Source: an optimization exercise on an open RTL-to-GDS flow (aim: small area, a short achievable clock period and few clock cycles per item). Production flows keep margins and buffers that such runs may drop. Only simulation tests tie the RTL to the original design; equivalence was not proved.

## md5_hash_engine_top
module md5_hash_engine_top (
  input  logic                clk,
  input  logic                rst_n,
  input  md5_pkg::md5_in_t    in_data,
  input  logic                in_push,
  output logic                in_full,
  output md5_pkg::md5_out_t   out_data,
  output logic                out_empty,
  input  logic                out_pop
);
Size in the first run: about 5100 cells after synthesis, about 77 I/O pins.
==> flow/config.mk <==
export PLATFORM = sky130hd
export DESIGN_NAME = md5_hash_engine_top
export DESIGN_NICKNAME = md5_hash_engine_top
export VERILOG_FILES = /design/flow/design.v
export SDC_FILE = /design/flow/constraint.sdc
export NUM_CORES = 4
export LEC_CHECK = 0
export CAP_MARGIN = 20
export CORE_MARGIN = 2
export CORE_UTILIZATION = 50
export CTS_BUF_LIST = sky130_fd_sc_hd__clkbuf_4 sky130_fd_sc_hd__clkbuf_8
export SETUP_SLACK_MARGIN = 5
export SLEW_MARGIN = 20
==> flow/constraint.sdc <==
create_clock -name core_clock -period 11.0 [get_ports {clk}]
set_input_delay 2.2000 -clock core_clock [delete_from_list [all_inputs] [get_ports {clk}]]
set_output_delay 2.2000 -clock core_clock [all_outputs]
set_load 0.01 [all_outputs]
run.sh (not shown) runs the stock make flow with config.mk's settings and CLKGATE_MAP_FILE= SYNTH_SCRIPT=/design/flow/synth_recipe.tcl, a recipe that flattens the netlist after the stock synthesis.
Testbench counts at the start, summed over its fixed seeds: cycles 54,447, bytes 43,719.
==> next run, changes <==
--- a/flow/design.v
+++ b/flow/design.v
@@ -181,24 +181,24 @@
   logic [1:0]  st_r, st_nxt;
   logic [5:0]  step_r;
   logic        rpar_r;
   logic        cur_last_r;
   logic [31:0] b_r, c_r, d_r;
   logic        nm_r;
   logic [5:0]  step_nxt;
   logic [3:0]  grp_nx;
   logic [31:0] m1_r, m2_r;
   logic [31:0] c_nx, d_nx;
   logic [31:0] binit;
-  logic [4:0]  rs_r;
-  logic [63:0] rot_dbl;
+  logic [1:0]  rg_r;
+  logic [1:0]  rj_r;
   logic [31:0] m1, m2;
   logic [31:0] rg0, rg1, rg2, rg3;
   logic [31:0] rot;
   logic [31:0] xr_r;
   logic [3:0][31:0] chain_r;
   logic        ovld_r;
   logic [1:0]  oidx_r;
   logic        comp;
   logic        fin;
   logic        abort;
   logic        adv;
@@ -253,24 +253,52 @@
       c_nx = s1;
       d_nx = chain_r[3];
     end else if (comp) begin
       c_nx = b_r;
       d_nx = c_r;
     end else begin
       c_nx = nm_r ? IV_C : chain_r[2];
       d_nx = nm_r ? IV_D : chain_r[3];
     end
   end
   always_comb begin
-    rot_dbl = {t, t} << rs_r;
-    rot = rot_dbl[63:32];
+    case (rj_r)
+      2'd0: rg0 = {t[24:0], t[31:25]};
+      2'd1: rg0 = {t[19:0], t[31:20]};
+      2'd2: rg0 = {t[14:0], t[31:15]};
+      default: rg0 = {t[9:0], t[31:10]};
+    endcase
+    case (rj_r)
+      2'd0: rg1 = {t[26:0], t[31:27]};
+      2'd1: rg1 = {t[22:0], t[31:23]};
+      2'd2: rg1 = {t[17:0], t[31:18]};
+      default: rg1 = {t[11:0], t[31:12]};
+    endcase
+    case (rj_r)
+      2'd0: rg2 = {t[27:0], t[31:28]};
+      2'd1: rg2 = {t[20:0], t[31:21]};
+      2'd2: rg2 = {t[15:0], t[31:16]};
+      default: rg2 = {t[8:0], t[31:9]};
+    endcase
+    case (rj_r)
+      2'd0: rg3 = {t[25:0], t[31:26]};
+      2'd1: rg3 = {t[21:0], t[31:22]};
+      2'd2: rg3 = {t[16:0], t[31:17]};
+      default: rg3 = {t[10:0], t[31:11]};
+    endcase
+    case (rg_r)
+      2'd0:    rot = rg0;
+      2'd1:    rot = rg1;
+      2'd2:    rot = rg2;
+      default: rot = rg3;
+    endcase
   end
   always_comb begin
     case (step_r[1:0])
       2'd1:    csel = nm_r ? IV_A : chain_r[0];
       2'd2:    csel = nm_r ? IV_D : chain_r[3];
       default: csel = nm_r ? IV_C : chain_r[2];
     endcase
   end
   assign s1 = csel + b_r;
   assign s2 = (nm_r ? IV_B : chain_r[1]) + b_r;
   assign bsel   = !comp ? binit : ((&step_r) ? s2 : b_r);
@@ -542,40 +570,24 @@
       if (ovld_r && out_pop) begin
         oidx_r <= oidx_r + 2'd1;
         if (&oidx_r) begin
           ovld_r  <= 1'b0;
         end
       end
     end
   end
   assign step_nxt = (comp && !abort) ? step_r + 6'd1 : 6'd0;
   always_ff @(posedge clk) begin
     step_r <= step_nxt;
-    case ({step_nxt[5:4], step_nxt[1:0]})
-      4'd0:  rs_r <= 5'd7;
-      4'd1:  rs_r <= 5'd12;
-      4'd2:  rs_r <= 5'd17;
-      4'd3:  rs_r <= 5'd22;
-      4'd4:  rs_r <= 5'd5;
-      4'd5:  rs_r <= 5'd9;
-      4'd6:  rs_r <= 5'd14;
-      4'd7:  rs_r <= 5'd20;
-      4'd8:  rs_r <= 5'd4;
-      4'd9:  rs_r <= 5'd11;
-      4'd10: rs_r <= 5'd16;
-      4'd11: rs_r <= 5'd23;
-      4'd12: rs_r <= 5'd6;
-      4'd13: rs_r <= 5'd10;
-      4'd14: rs_r <= 5'd15;
-      default: rs_r <= 5'd21;
-    endcase
+    rg_r   <= step_nxt[5:4];
+    rj_r   <= step_nxt[1:0];
     rslot_r <= (st_nxt == C_COMP) ? slot_n : 4'd0;
     b_r    <= b_step;
     c_r    <= c_nx;
     d_r    <= d_nx;
     m1_r   <= (st_nxt == C_COMP) ? m1 : 32'h0;
     m2_r   <= (st_nxt == C_COMP) ? m2 : 32'h0;
     xr_r   <= (st_nxt == C_COMP) ? xa + kc + buf_r[rslot_r] : 32'h0;
   end
   assign out_empty            = !ovld_r;
   assign out_data.digest_word = chain_r[oidx_r];
   assign out_data.word_index  = oidx_r;
Maximum frequency climbs by 3.2%; design area grows by 3.0%; wire length came out higher by 13%; via count climbs by 5.5%; utilization came out higher by 0.84 points.
Testbench counts after the change, summed over its fixed seeds: cycles 54,447, bytes 43,719.

-- port drivers added, routing unchanged --
The results above use ideal ports. As a check the final layouts listed here were re-extracted and re-timed, cells and wires unchanged.
Step 1: set_driving_cell puts a clkbuf_16 on clk and a buf_2 on each other input, an assumption about the parent block.
Step 2 adds t to the input delays and takes it off the output delays; t is the mean of the earliest and latest rising clock arrival at the registers after step 1. Input paths then give back, and output paths get back, about the clock's delay inside the block.
Three values: no drivers, after step 1, after step 2; two values: the first two.
| run | t, ns | setup WS [ns] | worst data-port slew with drivers (ns) | pins driven straight from the clock port |
|---|---|---|---|---|
| the first run | 0.950 | 4.384 / 4.384 / 4.162 | 0.07 | 1 |
| the second run | 0.920 | 4.591 / 4.591 / 4.287 | 0.05 | 1 |
After both steps every run listed still meets setup and hold. For the second run, which loses most, drivers alone change the setup slack by 0.000 ns; drivers and shift together by -0.304 ns.
